This design comes from an exercise in tuning for small area and a short achievable clock period on the open sky130 flow, not from production work.
Function was checked by simulation only, so behaviour that the tests miss may differ from the original.

--- design/flow/config.mk ---
export PLATFORM = sky130hd
export DESIGN_NAME = lookahead_router
export DESIGN_NICKNAME = lookahead_router
export VERILOG_FILES = /design/flow/design.v
export SDC_FILE = /design/flow/constraint.sdc
export NUM_CORES = 4
export LEC_CHECK = 0
export CAP_MARGIN = 20
export CORE_MARGIN = 2
export CORE_UTILIZATION = 40
export SLEW_MARGIN = 20
--- design/flow/constraint.sdc ---
create_clock -name core_clock -period 9.0 [get_ports {clk}]
set_input_delay 1.8000 -clock core_clock [delete_from_list [all_inputs] [get_ports {clk}]]
set_output_delay 1.8000 -clock core_clock [all_outputs]
set_load 0.01 [all_outputs]
--- design/flow/design.v ---
`timescale 1ns/1ps
module router_input_queue (
  input  logic        clk,
  input  logic        rst,
  input  logic        wr_i,
  input  logic [33:0] data_i,
  input  logic        rd_i,
  output logic [33:0] data_o,
  output logic        empty_o,
  output logic        full_o
);
  localparam int queue_depth = 4;
  logic [33:0] mem [queue_depth];
  logic [1:0]  wr_ptr;
  logic [1:0]  rd_ptr;
  logic [2:0]  count;
  logic bypass;
  logic push;
  logic pop;
  assign empty_o = (count == 3'd0);
  assign full_o  = (count == 3'(queue_depth));
  assign bypass = empty_o & wr_i & rd_i;
  assign push   = wr_i & ~full_o & ~bypass;
  assign pop    = rd_i & ~empty_o;
  assign data_o = empty_o ? data_i : mem[rd_ptr];
  always_ff @(posedge clk) begin
    if (rst) begin
      wr_ptr <= '0;
      rd_ptr <= '0;
      count  <= '0;
    end else begin
      if (push) begin
        wr_ptr <= wr_ptr + 1'b1;
      end
      if (pop) begin
        rd_ptr <= rd_ptr + 1'b1;
      end
      case ({push, pop})
        2'b10:   count <= count + 1'b1;
        2'b01:   count <= count - 1'b1;
        default: count <= count;
      endcase
    end
  end
  always_ff @(posedge clk) begin
    if (push) begin
      mem[wr_ptr] <= data_i;
    end
  end
endmodule
`timescale 1ns/1ps
module xy_lookahead_route (
  input  logic [5:0] position_i,
  input  logic [5:0] destination_i,
  input  logic [4:0] route_i,
  output logic [4:0] next_route_o
);
  localparam logic [4:0] go_north = 5'b00001;
  localparam logic [4:0] go_south = 5'b00010;
  localparam logic [4:0] go_west  = 5'b00100;
  localparam logic [4:0] go_east  = 5'b01000;
  localparam logic [4:0] go_local = 5'b10000;
  logic [2:0] pos_x, pos_y, dst_x, dst_y, nb_x, nb_y;
  assign pos_x = position_i[5:3];
  assign pos_y = position_i[2:0];
  assign dst_x = destination_i[5:3];
  assign dst_y = destination_i[2:0];
  always_comb begin
    nb_x = pos_x;
    nb_y = pos_y;
    case (route_i)
      go_north: nb_y = pos_y - 1'b1;
      go_south: nb_y = pos_y + 1'b1;
      go_west:  nb_x = pos_x - 1'b1;
      go_east:  nb_x = pos_x + 1'b1;
      default: begin
        nb_x = pos_x;
        nb_y = pos_y;
      end
    endcase
  end
  always_comb begin
    if (route_i == go_local) begin
      next_route_o = go_local;
    end else if (dst_x > nb_x) begin
      next_route_o = go_east;
    end else if (dst_x < nb_x) begin
      next_route_o = go_west;
    end else if (dst_y > nb_y) begin
      next_route_o = go_south;
    end else if (dst_y < nb_y) begin
      next_route_o = go_north;
    end else begin
      next_route_o = go_local;
    end
  end
endmodule
`timescale 1ns/1ps
module router_input_port (
  input  logic        clk,
  input  logic        rst,
  input  logic [5:0]  position_i,
  input  logic [34:0] link_i,
  input  logic        pop_i,
  output logic [33:0] head_o,
  output logic        valid_o,
  output logic [4:0]  request_o,
  output logic [4:0]  next_route_o,
  output logic        stop_o
);
  logic       link_void;
  logic       empty;
  logic       full;
  logic       valid_head;
  logic       valid_tail;
  logic [4:0] saved_request;
  assign link_void = link_i[34];
  router_input_queue u_router_input_queue (
    .clk     (clk),
    .rst     (rst),
    .wr_i    (~link_void),
    .data_i  (link_i[33:0]),
    .rd_i    (pop_i),
    .data_o  (head_o),
    .empty_o (empty),
    .full_o  (full)
  );
  assign valid_o    = ~(empty & link_void);
  assign valid_head = valid_o & head_o[33];
  assign valid_tail = valid_o & head_o[32];
  always_ff @(posedge clk) begin
    if (rst) begin
      saved_request <= '0;
    end else if (valid_tail) begin
      saved_request <= '0;
    end else if (valid_head) begin
      saved_request <= head_o[4:0];
    end
  end
  assign request_o = valid_head ? head_o[4:0] : saved_request;
  xy_lookahead_route u_xy_lookahead_route (
    .position_i    (position_i),
    .destination_i (head_o[25:20]),
    .route_i       (head_o[4:0]),
    .next_route_o  (next_route_o)
  );
  assign stop_o = full;
endmodule
`timescale 1ns/1ps
module router_arbiter (
  input  logic       clk,
  input  logic       rst,
  input  logic [4:0] request_i,
  input  logic       fwd_head_i,
  input  logic       fwd_tail_i,
  output logic [4:0] grant_o,
  output logic       grant_valid_o
);
  localparam int num_ports = 5;
  logic [2:0] ptr_q;
  logic       locked_q;
  logic [4:0] held_q;
  logic [4:0] rr_grant;
  logic [2:0] grant_idx;
  always_comb begin : rr_search
    int   idx;
    logic found;
    rr_grant = '0;
    found    = 1'b0;
    for (int k = 0; k < num_ports; k++) begin
      idx = (int'(ptr_q) + k) % num_ports;
      if (!found && request_i[idx]) begin
        rr_grant[idx] = 1'b1;
        found         = 1'b1;
      end
    end
  end
  assign grant_o       = locked_q ? held_q : rr_grant;
  assign grant_valid_o = |grant_o;
  always_comb begin
    grant_idx = '0;
    for (int k = 0; k < num_ports; k++) begin
      if (grant_o[k]) begin
        grant_idx = 3'(k);
      end
    end
  end
  always_ff @(posedge clk) begin
    if (rst) begin
      ptr_q    <= '0;
      locked_q <= 1'b0;
      held_q   <= '0;
    end else if (fwd_tail_i) begin
      locked_q <= 1'b0;
      ptr_q    <= (grant_idx == 3'(num_ports - 1)) ? 3'd0 : grant_idx + 1'b1;
    end else if (fwd_head_i) begin
      locked_q <= 1'b1;
      held_q   <= grant_o;
    end
  end
endmodule
`timescale 1ns/1ps
module router_output_port #(
  parameter int out_port = 0
) (
  input  logic          clk,
  input  logic          rst,
  input  logic [169:0]  heads_i,
  input  logic [4:0]    valid_i,
  input  logic [24:0]   requests_i,
  input  logic [24:0]   next_routes_i,
  input  logic          stop_i,
  output logic [4:0]    pop_o,
  output logic [34:0]   link_o
);
  localparam int num_ports = 5;
  localparam logic fwd_head    = 1'b0;
  localparam logic fwd_payload = 1'b1;
  logic [4:0] req_vec;
  logic [4:0] grant;
  logic       grant_valid;
  logic       state_q;
  logic       state_d;
  logic [4:0] sel;
  logic [4:0] sel_q;
  logic [33:0] xbar_flit;
  logic        xbar_valid;
  logic [4:0]  xbar_next;
  logic [33:0] out_flit;
  logic        fwd;
  logic        fwd_is_head;
  logic        fwd_is_tail;
  logic        void_q;
  logic [33:0] flit_q;
  always_comb begin
    for (int k = 0; k < num_ports; k++) begin
      req_vec[k] = (k != out_port) ? requests_i[k*5 + out_port] : 1'b0;
    end
  end
  router_arbiter u_router_arbiter (
    .clk           (clk),
    .rst           (rst),
    .request_i     (req_vec),
    .fwd_head_i    (fwd_is_head),
    .fwd_tail_i    (fwd_is_tail),
    .grant_o       (grant),
    .grant_valid_o (grant_valid)
  );
  assign sel = (state_q == fwd_payload) ? sel_q :
               ((grant_valid & ~stop_i) ? grant : '0);
  always_comb begin : crossbar
    xbar_flit  = '0;
    xbar_valid = 1'b0;
    xbar_next  = '0;
    for (int k = 0; k < num_ports; k++) begin
      if (sel[k]) begin
        xbar_flit  = heads_i[k*34 +: 34];
        xbar_valid = valid_i[k];
        xbar_next  = next_routes_i[k*5 +: 5];
      end
    end
  end
  assign fwd         = xbar_valid & ~stop_i;
  assign fwd_is_head = fwd & xbar_flit[33];
  assign fwd_is_tail = fwd & xbar_flit[32];
  assign pop_o       = sel & {num_ports{fwd}};
  always_comb begin
    out_flit = xbar_flit;
    if (xbar_flit[33]) begin
      out_flit[4:0] = xbar_next;
    end
  end
  always_comb begin
    state_d = state_q;
    case (state_q)
      fwd_head:    if (fwd_is_head && !fwd_is_tail) state_d = fwd_payload;
      fwd_payload: if (fwd_is_tail) state_d = fwd_head;
      default:     state_d = fwd_head;
    endcase
  end
  always_ff @(posedge clk) begin
    if (rst) begin
      state_q <= fwd_head;
      sel_q   <= '0;
      void_q  <= 1'b1;
    end else begin
      state_q <= state_d;
      if (state_q == fwd_head && fwd_is_head) begin
        sel_q <= sel;
      end
      if (!stop_i) begin
        void_q <= ~fwd;
      end
    end
  end
  always_ff @(posedge clk) begin
    if (fwd) begin
      flit_q <= out_flit;
    end
  end
  assign link_o = {void_q, flit_q};
endmodule
`timescale 1ns/1ps
module lookahead_router (
  input  logic         clk,
  input  logic         rst,
  input  logic [5:0]   position_i,
  input  logic [174:0] link_i,
  output logic [4:0]   stop_o,
  output logic [174:0] link_o,
  input  logic [4:0]   stop_i
);
  localparam int num_ports = 5;
  logic [169:0] heads;
  logic [4:0]   valids;
  logic [24:0]  requests;
  logic [24:0]  next_routes;
  logic [24:0] pops;
  logic [4:0] pop_in;
  always_comb begin
    pop_in = '0;
    for (int o = 0; o < num_ports; o++) begin
      pop_in = pop_in | pops[o*5 +: 5];
    end
  end
  for (genvar i = 0; i < num_ports; i++) begin : g_input
    router_input_port u_router_input_port (
      .clk          (clk),
      .rst          (rst),
      .position_i   (position_i),
      .link_i       (link_i[i*35 +: 35]),
      .pop_i        (pop_in[i]),
      .head_o       (heads[i*34 +: 34]),
      .valid_o      (valids[i]),
      .request_o    (requests[i*5 +: 5]),
      .next_route_o (next_routes[i*5 +: 5]),
      .stop_o       (stop_o[i])
    );
  end
  for (genvar o = 0; o < num_ports; o++) begin : g_output
    router_output_port #(
      .out_port (o)
    ) u_router_output_port (
      .clk           (clk),
      .rst           (rst),
      .heads_i       (heads),
      .valid_i       (valids),
      .requests_i    (requests),
      .next_routes_i (next_routes),
      .stop_i        (stop_i[o]),
      .pop_o         (pops[o*5 +: 5]),
      .link_o        (link_o[o*35 +: 35])
    );
  end
endmodule
--- design/flow/run.sh ---
#!/bin/bash
# synth_recipe.tcl (not shown) runs the flow's synth.tcl, then flattens the netlist and writes it again
# the make line also repeats each setting of config.mk as NAME=value (left out here)
make -C /OpenROAD-flow-scripts/flow DESIGN_CONFIG=/design/flow/config.mk WORK_HOME=/design/flow/orfs CLKGATE_MAP_FILE= SYNTH_SCRIPT=/design/flow/synth_recipe.tcl finish
==> notes.md <==
-- flip-flops by register name, indices dropped and copies added (netlist names), named ones only --
| signal | count |
|---|---|
| g_input.u_router_input_port.u_router_input_queue.rd_ptr | 10 |
| g_output.u_router_output_port.flit_q | 170 |
| g_output.u_router_output_port.void_q | 5 |
| g_input.u_router_input_port.u_router_input_queue.count | 15 |
| g_output.u_router_output_port.u_router_arbiter.ptr_q | 15 |
| g_input.u_router_input_port.saved_request | 20 |
| g_output.u_router_output_port.sel_q | 25 |
| g_input.u_router_input_port.u_router_input_queue.mem | 680 |
| g_output.u_router_output_port.state_q | 5 |
| g_output.u_router_output_port.u_router_arbiter.held_q | 25 |
| g_output.u_router_output_port.u_router_arbiter.locked_q | 5 |
| g_input.u_router_input_port.u_router_input_queue.wr_ptr | 10 |
-- cells in the mapped netlist (22+ instances only) --
cell type    n  area share [%]
a2111oi_0   23            0.30
a211oi_1   233             2.6
a21o_1      29            0.33
a21oi_1    468             3.5
a221oi_1   115             1.5
a22o_1      30            0.39
a22oi_1     34            0.38
a311oi_1    22            0.29
a31oi_1     86            0.80
a32oi_1     24            0.31
and2_1     106            0.99
and3_1      88            0.82
and4_1      24            0.31
buf_1       66            0.37
buf_2       45            0.34
clkbuf_1   297             1.7
dfxtp_1    145             4.3
edfxtp_1   850              38
ha_1       239             4.5
inv_1      260             1.5
mux2_2      54            0.91
mux2i_1    255             3.8
mux4_2     150             5.0
nand2_1    616             3.5
nand2b_1   104            0.97
nand3_1    144             1.1
nand3b_1    24            0.27
nand4_1     65            0.61
nor2_1     472             2.6
nor2b_1     95            0.89
nor3_1     141             1.1
nor4_1      58            0.54
o2111ai_1   32            0.42
o211ai_1    84            0.94
o21a_1      31            0.35
o21ai_0    291             2.2
o22ai_1     40            0.37
o31a_1      26            0.34
o31ai_1     44            0.49
or2_2       54            0.50
or3_1       60            0.56
or4_1       27            0.30
xnor2_1     83             1.1
xor2_1      40            0.52
-- worst max-delay path by stage --
stage | from | to | cells after the start
final | register | register | 35
after global routing | register | register | 36
after CTS | register | register | 30
after detailed placement | link_i[138] | register | 24
after global placement | link_i[174] | register | 23
after floorplan | register | register | 36
-- metrics by stage --
step | area [um^2] | std cells | hold WS, ps | setup TNS [ps]
after global placement | 74000 | 9081 | 438 | 0
after floorplan | 67100 | 6709 | 427 | -17050
after global routing | 77500 | 9301 | 464 | 0
after detailed placement | 74000 | 9081 | 442 | 0
after CTS | 77500 | 9283 | 450 | 0
final | 77500 | 9307 | 451 | 0
-- per-layer routing --
metal | wire, um | track usage (%)
met3 | 23400 | 5.64
met2 | 109000 | 42.2
met5 | 295 | 0
met4 | 9170 | 10.1
met1 | 107000 | 39.9
-- cells by family after synthesis --
logic type / after synthesis / synth area share (%)
and+or+nand+nor: 2194 / 16.6
AOI/OAI and AO/OA: 1947 / 20.4
DFF: 995 / 42.5
buffers and inverters: 710 / 4.29
muxes: 464 / 9.86
adders and majority gates: 249 / 4.72
xor gates and xnor gates: 124 / 1.63
other: 1 / 0.00560
-- tightest hold or removal path: cells and delay by family (launching register included) --
kind            cells  cell delay, ps
compound gates      1              50
flops               1             310
simple gates        1              50
-- area by class of cell --
class	count	area (um^2)
Fill cell	15500	89100
Multi-Input combinational cell	5004	36000
Sequential cell	995	28400
Timing Repair Buffer	605	5780
Clock buffer	143	2850
Tap cell	2204	2760
Inverter	273	1020
Clock inverter	59	612
Antenna cell	24	60.1
==> key figures <==
Finish
  – Commonest cells after routing, fill and taps aside: edfxtp_1, nand2_1, a21oi_1
  – Area Growth Syn to Fin: 15.8%
  – Final core occ: 46.5%
  – Final layout net count: 7419
  – Share of cells above drive strength 1: 11.5%
  – Commonest non-fill, non-tap cell in the layout: edfxtp_1

Critical path
  – Critical Path Max Stage Delay: 650 ps
  – Worst reg-to-reg path cell count: 35
  – Crit path max fanout: 9
  – Worst Setup Start Kind: register
  – FF-to-FF setup slack: 760 ps
  – Kind of cell adding the most delay to the critical path: compound AO/OA/AOI/OAI gates
  – Slowest-stage cell, CP: a211oi_1
  – Critical path class: reg -> reg
  – CP Capture Type: register
  – Crit-path most repeated cell: ha_1
  – Crit path buffers/inverters: 5
  – CP arrival: 8870 ps
  – Critical path required time: 9640 ps

Synth
  – Most common flop cell mapped by yosys: edfxtp_1
  – Ys async rst share: 0%
  – Cell count after synthesis: 6684
  – Library cells used by synthesis: 141
  – Yosys reg bits: 995
  – Synthesized area per cell: 10.0 um^2
  – Number of synthesized flops with an enable pin: 850
  – Sequential area share after synthesis: 42.5%
  – Synthesis Warnings: 10
  – Synthesized area: 0.0670 mm^2

Worst hold path
  – Hold Path Class: reg -> reg
  – Hold Path Depth: 2
  – Worst hold path endpoint: g_output[3].u_router_output_port.sel_q[1]
  – Hold wc startpoint: g_output[3].u_router_output_port.sel_q[1]

Route
  – Detailed-route via count: 58600
  – Antenna-violating nets left: 0
  – Final wirelength: 249 mm
  – Iteration-0 DRC Markers: 7377
  – DR WL/cell: 26.7 um
  – DRT Pass-1 Iters: 8
  – Vias per cell: 6.29
  – DR DRC count: 0

Die
  – Core Box Area: 0.167 mm^2
  – Die outline width: 413 um
  – Initial cell density of the core: 40.2%
  – Std-Cell Rows: 150
  – Die Y: 413 um
  – Die area: 0.171 mm^2
  – Io pins: 368

Timing
  – Fin worst setup slack: 765 ps
  – Slew Limit Headroom: 20.7%
  – Final period util: 91.5%
  – Final max-slew violation count: 0
  – Fin crit period: 8240 ps
  – Worst-Margin Slew: 1160 ps
  – Hold Fails Final Rpt: 0
  – Clock skew: 97.6 ps
  – Final setup fails: 0
  – RSZ-0062 raised after global routing: no
  – Max Clock Freq: 121 MHz

Run status
  – Status: complete, no violations

Placement
  – Port bufs: 367
  – Worst slack, placed: 588 ps
  – Final HPWL DP: 185 mm
  – RD Place Congestion: 0.983

Clock network
  – Clock Pin Slew Worst Setup and Hold Paths: 80 ps
  – Htree depth: 3
  – CTS max path bufs: 3
  – CTS tree: done
  – Root buf cell: clkbuf_16
  – Post_cts resized: 0
  – Worst-skew pair later-pin latency: 770 ps
  – Hold buffer count at CTS: 0
  – Post-CTS setup buffer count: 0
  – CTS Buf Count: 106
  – CTS Sinks: 995

Global route
  – First-pass GRT wire length: 361 mm
  – Largest net degree at the start of global routing: 71
  – Total gr overflow: 0
  – Initial antenna violation count: 61
  – Gr usage total: 28.0%
  – Vias in the first global route: 53900

Run
  – Max cap viols: 0

-- afterwards: timing with drivers on the ports --
How much do the figures lean on ideal ports? The routed layout below was timed once more, with nothing changed but the port constraints.
Step 1 assumes that a clkbuf_16 drives the clock port and a buf_2 every other input.
Step 2 adds t to the input delays and takes it off the output delays; t is the mean of the earliest and latest rising clock arrival at the registers after step 1. Input paths then give back, and output paths get back, about the clock's delay inside the block.
a / b / c = no drivers / after step 1 / after step 2; a / b = the first two.
t (ns): 0.809
slack for setup (ns): 0.765 / 0.765 / 0.340
worst slew at a driven data input, ns: 0.19
pins driven straight from the clock port: 1
After both steps setup and hold are still met in this run. For this run, drivers alone change the setup slack by 0.000 ns; drivers and shift together by -0.425 ns.
